This is an optimization exercise on Yosys and OpenROAD, whose aim is small area, a short achievable clock period and few clock cycles per item, not a production implementation.
The RTL was checked by simulation tests, not by an equivalence proof against the original design.

==> inputs of run K <==
// rational_arithmetic_unit
module rational_arithmetic_unit #(
  parameter int unsigned WIDTH = 32
) (
  input  logic              clk_i,
  input  logic              rst_ni,
  input  logic              in_valid,
  output logic              in_ready,
  input  logic [1:0]        in_action,
  input  logic [31:0]       in_a_num,
  input  logic [31:0]       in_a_den,
  input  logic [31:0]       in_b_num,
  input  logic [31:0]       in_b_den,
  output logic              out_valid,
  input  logic              out_ready,
  output logic [31:0]       out_res_num,
  output logic [31:0]       out_res_den,
  output logic              out_is_equal,
  output logic              out_bad_denominator
);
  localparam logic [1:0] K_NORM = 2'd0, K_EUC = 2'd1, K_DIV = 2'd2, K_MUL = 2'd3;
  localparam logic [2:0] L_NONE = 3'd0, L_AN = 3'd1, L_AD = 3'd2, L_BN = 3'd3,
                         L_BD = 3'd4, L_R1 = 3'd5, L_R2 = 3'd6;
  localparam logic [1:0] M_ABS = 2'd0, M_SGN = 2'd1, M_ADDX = 2'd2;
  localparam logic [2:0] SA_NONE = 3'd0, SA_LD = 3'd1, SA_XOR = 3'd2, SA_LDG = 3'd3,
                         SA_P = 3'd4, SA_PG = 3'd5, SA_S0G = 3'd6, SA_S1G = 3'd7;
  localparam logic [1:0] F_NONE = 2'd0, F_LD = 2'd1, F_P = 2'd2;
  localparam int unsigned UW = 26;
  function automatic logic [UW-1:0] ucode(logic [1:0] act, logic [4:0] pc);
    logic [1:0] kind, mode, fs0, fs1;
    logic [2:0] dld, sa;
    logic       wx, wy, wr1, wr2, zchk, eqn, eqf, fin, exr2;
  ...
export LEC_CHECK = 0
export CAP_MARGIN = 20
export CORE_MARGIN = 2
export CORE_UTILIZATION = 40
export SETUP_SLACK_MARGIN = 5
export SLEW_MARGIN = 20
create_clock -name core_clock -period 12.0 [get_ports {clk_i}]
run.sh (not shown) runs the stock make flow with config.mk's settings and CLKGATE_MAP_FILE= SYNTH_SCRIPT=/design/flow/synth_recipe.tcl, a recipe that flattens the netlist after the stock synthesis.
==> run C (differences from run K) <==
--- a/flow/design.v
+++ b/flow/design.v
@@ -41,13 +41,13 @@
   localparam logic [2:0] L_NONE = 3'd0, L_AN = 3'd1, L_AD = 3'd2, L_BN = 3'd3,
                          L_BD = 3'd4, L_R1 = 3'd5, L_R2 = 3'd6;
   localparam logic [1:0] M_ABS = 2'd0, M_SGN = 2'd1, M_ADDX = 2'd2;
   localparam logic [2:0] SA_NONE = 3'd0, SA_LD = 3'd1, SA_XOR = 3'd2, SA_LDG = 3'd3,
                          SA_P = 3'd4, SA_PG = 3'd5, SA_S0G = 3'd6, SA_S1G = 3'd7;
   localparam logic [1:0] F_NONE = 2'd0, F_LD = 2'd1, F_P = 2'd2;
-  localparam int unsigned UW = 26;
+  localparam int unsigned UW = 25;
   function automatic logic [UW-1:0] ucode(logic [1:0] act, logic [4:0] pc);
     logic [1:0] kind, mode, fs0, fs1;
     logic [2:0] dld, sa;
     logic       wx, wy, wr1, wr2, zchk, eqn, eqf, fin, exr2;
     kind = K_NORM; dld = L_NONE; mode = M_ABS; fs0 = F_NONE; fs1 = F_NONE; sa = SA_NONE;
     wx = 1'b0; wy = 1'b0; wr1 = 1'b0; wr2 = 1'b0;
@@ -140,45 +140,43 @@
           5'd7:  begin wx = 1'b1; sa = SA_LDG; end
           5'd8:  kind = K_DIV;
           default: begin mode = M_SGN; wr2 = 1'b1; fin = 1'b1; end
         endcase
       end
     endcase
-    ucode = {kind, dld, mode, wx, wy, wr1, wr2, fs0, fs1, sa, zchk, eqn, eqf, fin, exr2,
-             (kind == K_EUC) || (kind == K_DIV)};
+    ucode = {kind, dld, mode, wx, wy, wr1, wr2, fs0, fs1, sa, zchk, eqn, eqf, fin, exr2};
   endfunction
   logic        run_q, ls_q, ovalid_q;
   logic [4:0]  pc_q;
   logic [1:0]  act_q;
   logic        abad_q, bbad_q, bad_q, eq_q, eqn_q;
   logic        s0_q, s1_q, sg_q, sacc_q, par_q;
   logic [4:0]  cnt_q;
-  logic        dy_q;             
   logic [31:0] x_q, y_q, d_q, q_q, r1_q, r2_q;
   logic [UW-1:0] u, u_next;
-  logic       u_wx, u_wy, u_wr1, u_wr2, u_zchk, u_eqn, u_eqf, u_fin, u_exr2, u_sub;
+  logic       u_wx, u_wy, u_wr1, u_wr2, u_zchk, u_eqn, u_eqf, u_fin, u_exr2;
   logic [1:0] u_kind, u_mode, u_fs0, u_fs1;
   logic [2:0] u_dld, u_sa;
   assign {u_kind, u_dld, u_mode, u_wx, u_wy, u_wr1, u_wr2, u_fs0, u_fs1, u_sa,
-          u_zchk, u_eqn, u_eqf, u_fin, u_exr2, u_sub} = u;
+          u_zchk, u_eqn, u_eqf, u_fin, u_exr2} = u;
   assign u_next = ucode(act_q, pc_q + 5'd1);
   logic [5:0]  lzx, lzy;
   logic [6:0]  ddiff;
   logic        xshort;           
   logic        yzero, dzero, dlo_zero;
   logic [31:0] dalign;
   logic [31:0] src;
+  logic        loop_iter;        
+  logic        add_a_x;          
+  logic        add_sub;
   logic [32:0] sum;
   logic [31:0] s;
   logic        ge;
   logic        sprod;            
   logic        mul_last;
-  logic        last1;            
-  logic        c1, c2, ge2;
-  logic [31:0] x1, x2, b2;
-  logic [32:0] sum2;
+  logic [31:0] xmul;
   rau_lzc u_lzx (.a_i(x_q), .lz_o(lzx));
   rau_lzc u_lzy (.a_i(y_q), .lz_o(lzy));
   assign ddiff  = {1'b0, lzy} - {1'b0, lzx};
   assign xshort = ddiff[6];
   assign yzero  = lzy[5];
   assign dalign = y_q << ddiff[4:0];
@@ -192,52 +190,45 @@
       L_BN:    src = bbad_q ? 32'd0 : in_b_num;
       L_BD:    src = bbad_q ? 32'd1 : in_b_den;
       L_R1:    src = r1_q;
       default: src = r2_q;
     endcase
   end
-  logic [31:0] src0;
+  assign loop_iter = (u_kind != K_NORM) && ls_q;
   always_comb begin
-    unique case (in_action)
-      rau_pkg::ACT_ADD: src0 = (in_b_den == '0) ? 32'd1 : in_b_den;
-      rau_pkg::ACT_MUL: src0 = (in_b_den == '0) ? 32'd0 : in_b_num;
-      default:          src0 = (in_a_den == '0) ? 32'd1 : in_a_den;
-    endcase
+    if (loop_iter) begin
+      add_a_x = 1'b1;
+      add_sub = (u_kind != K_MUL);
+    end else begin
+      add_a_x = (u_mode == M_ADDX);
+      unique case (u_mode)
+        M_ABS:   add_sub = d_q[31];
+        M_SGN:   add_sub = sacc_q;
+        default: add_sub = 1'b0;
+      endcase
+    end
   end
-  assign sum = {1'b0, x_q} + {1'b0, (d_q ^ {32{u_sub}})} + 33'(u_sub);
+  assign sum = {1'b0, (add_a_x ? x_q : 32'd0)} + {1'b0, (d_q ^ {32{add_sub}})} + 33'(add_sub);
+  assign s   = sum[31:0];
   assign ge  = sum[32];
-  logic        nneg;
-  logic [31:0] sn;
-  assign nneg = (u_mode == M_ABS) ? d_q[31] : sacc_q;
-  assign sn   = (d_q ^ {32{nneg}}) + 32'(nneg);
-  assign s    = (u_mode == M_ADDX) ? sum[31:0] : sn;
-  assign last1    = (cnt_q[4:1] == '0);
-  assign mul_last = (q_q[31:2] == '0);
-  assign c1   = (u_kind == K_MUL) ? q_q[0] : ge;
-  assign x1   = c1 ? sum[31:0] : x_q;
-  assign b2   = (u_kind == K_MUL) ? {d_q[30:0], 1'b0} : ~{1'b0, d_q[31:1]};
-  assign sum2 = {1'b0, x1} + {1'b0, b2} + 33'(u_kind != K_MUL);
-  assign ge2  = sum2[32];
-  assign c2   = (u_kind == K_MUL) ? q_q[1] : (ge2 && (cnt_q != '0 || !ls_q));
-  assign x2   = c2 ? sum2[31:0] : x1;
+  assign mul_last = (q_q[31:1] == '0);
+  assign xmul     = q_q[0] ? s : x_q;
   logic fin_now;
   assign fin_now   = run_q && (u_kind == K_NORM) && (u_fin || (u_zchk && dzero));
   assign in_ready  = fin_now;
   assign out_valid = ovalid_q;
   assign out_res_num         = r1_q;
   assign out_res_den         = r2_q;
   assign out_is_equal        = eq_q;
   assign out_bad_denominator = bad_q;
   logic go, adv;
   assign go = !run_q && in_valid && (!ovalid_q || out_ready);
-  logic euc_fast;
-  assign euc_fast = dy_q && !xshort && (ddiff[5:1] == '0);
   always_comb begin
     unique case (u_kind)
       K_EUC: adv = !ls_q && yzero;
-      K_DIV: adv = ls_q ? last1 : xshort;
+      K_DIV: adv = ls_q ? (cnt_q == '0) : xshort;
       K_MUL: adv = ls_q && mul_last;
       default:        adv = 1'b1;
     endcase
   end
   always_ff @(posedge clk_i or negedge rst_ni) begin
     if (!rst_ni) begin
@@ -246,48 +237,46 @@
       pc_q     <= '0;
       ls_q     <= 1'b0;
     end else begin
       if (ovalid_q && out_ready) ovalid_q <= 1'b0;
       if (go) begin
         run_q <= 1'b1;
-        pc_q  <= 5'd1;
+        pc_q  <= '0;
         ls_q  <= 1'b0;
       end else if (fin_now) begin
         run_q    <= 1'b0;
         ovalid_q <= 1'b1;
       end else if (run_q) begin
         if (adv) begin
           pc_q <= pc_q + 5'd1;
           ls_q <= 1'b0;
         end else begin
           unique case (u_kind)
-            K_EUC: ls_q <= !ls_q ? !(xshort || euc_fast) : !last1;
+            K_EUC: ls_q <= !ls_q ? !xshort : (cnt_q != '0);
             default:        ls_q <= 1'b1;
           endcase
         end
       end
     end
   end
   always_ff @(posedge clk_i) begin
-    if (go)                u <= ucode(in_action, 5'd1);
+    if (go)                u <= ucode(in_action, 5'd0);
     else if (run_q && adv) u <= u_next;
   end
   always_ff @(posedge clk_i) begin
     if (!run_q) begin
       if (go) begin
         act_q  <= in_action;
         abad_q <= (in_a_den == '0);
         bbad_q <= (in_b_den == '0) && (in_action != rau_pkg::ACT_RED);
         bad_q  <= (in_a_den == '0) || ((in_b_den == '0) && (in_action != rau_pkg::ACT_RED));
         eq_q   <= 1'b0;
-        d_q    <= src0;
       end
     end else begin
       unique case (u_kind)
         K_NORM: begin
-          dy_q <= 1'b0;
           if (u_dld != L_NONE) d_q <= src;
           if (u_wx)  x_q  <= s;
           if (u_wy)  y_q  <= s;
           if (u_wr1) r1_q <= s;
           if (u_wr2) r2_q <= s;
           if (u_fs0 == F_LD) begin s0_q <= d_q[31]; par_q <= 1'b0; end
@@ -324,34 +313,25 @@
               sg_q <= par_q ? s1_q : s0_q;
               d_q  <= src;
             end else if (xshort) begin
               x_q   <= y_q;
               y_q   <= x_q;
               par_q <= !par_q;
-              dy_q  <= 1'b0;
-            end else if (euc_fast) begin
-              y_q   <= x2;
-              x_q   <= y_q;
-              d_q   <= {x2[30:0], 1'b0};
-              par_q <= !par_q;
             end else begin
               d_q   <= dalign;
               cnt_q <= ddiff[4:0];
-              dy_q  <= 1'b0;
             end
           end else begin
-            d_q <= d_q >> 2;
-            if (last1) begin
-              y_q   <= x2;
+            d_q <= d_q >> 1;
+            if (cnt_q == '0) begin
+              y_q   <= ge ? s : x_q;
               x_q   <= y_q;
-              d_q   <= {x2[30:0], 1'b0};
-              dy_q  <= 1'b1;
               par_q <= !par_q;
             end else begin
-              x_q   <= x2;
-              cnt_q <= cnt_q - 5'd2;
+              if (ge) x_q <= s;
+              cnt_q <= cnt_q - 5'd1;
             end
           end
         end
         K_DIV: begin
           if (!ls_q) begin
             if (xshort) begin
@@ -359,21 +339,19 @@
             end else begin
               d_q   <= dalign;
               cnt_q <= ddiff[4:0];
               q_q   <= 32'd0;
             end
           end else begin
-            x_q <= x2;
+            if (ge) x_q <= s;
+            q_q <= {q_q[30:0], ge};
             if (cnt_q == '0) begin
-              q_q <= {q_q[30:0], ge};
               d_q <= {q_q[30:0], ge};
             end else begin
-              q_q <= {q_q[29:0], ge, ge2};
-              if (last1) d_q <= {q_q[29:0], ge, ge2};
-              else       d_q <= d_q >> 2;
-              cnt_q <= cnt_q - 5'd2;
+              d_q   <= d_q >> 1;
+              cnt_q <= cnt_q - 5'd1;
             end
           end
         end
         default: begin  
           if (!ls_q) begin
             if (!xshort && lzx != lzy) begin
@@ -382,16 +360,16 @@
             end else begin
               q_q <= x_q;
               d_q <= y_q;
             end
             x_q <= 32'd0;
           end else begin
-            x_q <= x2;
-            q_q <= q_q >> 2;
-            if (mul_last) d_q <= x2;
-            else          d_q <= d_q << 2;
+            x_q <= xmul;
+            q_q <= q_q >> 1;
+            if (mul_last) d_q <= xmul;
+            else          d_q <= d_q << 1;
           end
         end
       endcase
     end
   end
 endmodule
--- a/flow/config.mk
+++ b/flow/config.mk
@@ -5,8 +5,7 @@
 export SDC_FILE = /design/flow/constraint.sdc
 export NUM_CORES = 4
 export LEC_CHECK = 0
 export CAP_MARGIN = 20
 export CORE_MARGIN = 2
 export CORE_UTILIZATION = 40
-export SETUP_SLACK_MARGIN = 5
 export SLEW_MARGIN = 20
==> results.sh <==
export IMPL_routed_wl_met2_um=67600
export IMPL_status="complete, no violations"
export IMPL_synth_edf_count=218
export IMPL_antenna_found_initial=14
export IMPL_crit_path_start="y_q[1]"
export IMPL_tightestPinTransition_ns=1.23
the above is filed under run K

==> results.sh <==
export IMPL_tightestPinTransition_ns=1.19
export IMPL_fin_ws_ns=5.66
export IMPL_status="complete, no violations"
export IMPL_min_path_type="flip-flop to flip-flop"
export IMPL_grt_max_degree=65
export IMPL_antenna_found_initial=2
export IMPL_synth_edf_count=212
export IMPL_grt_overflow_total=0
export IMPL_crit_path_start="u[21]"
export IMPL_wl_met3_um=12700
the above is filed under run C

Testbench counts of run K, summed over its fixed seeds: cycles 82,978, items 960.
Testbench counts of run C, summed over its fixed seeds: cycles 141,286, items 960.

[separate check: timing with driven ports]
The results above use ideal ports. As a check the final layouts listed here were re-extracted and re-timed, cells and wires unchanged. Step 1 assumes that a clkbuf_16 drives the clock port and a buf_2 every other input. Step 2 also shifts input and output timing later by t, the mid clock arrival at the registers, as if the neighbouring blocks saw the same clock. Three values: ideal, step 1, step 2; two values: the first two.
run	t (ns)	slack for setup (ns)	worst setup path at the end	clock arrival spread, ns	cell pins on the clock port's net
run K	0.680	5.005 / 4.938 / 5.005	register to register	0.037 / 0.038	1
run C	0.626	5.655 / 5.655 / 5.655	register to register	0.023 / 0.022	1
After both steps every run listed still meets setup and hold.
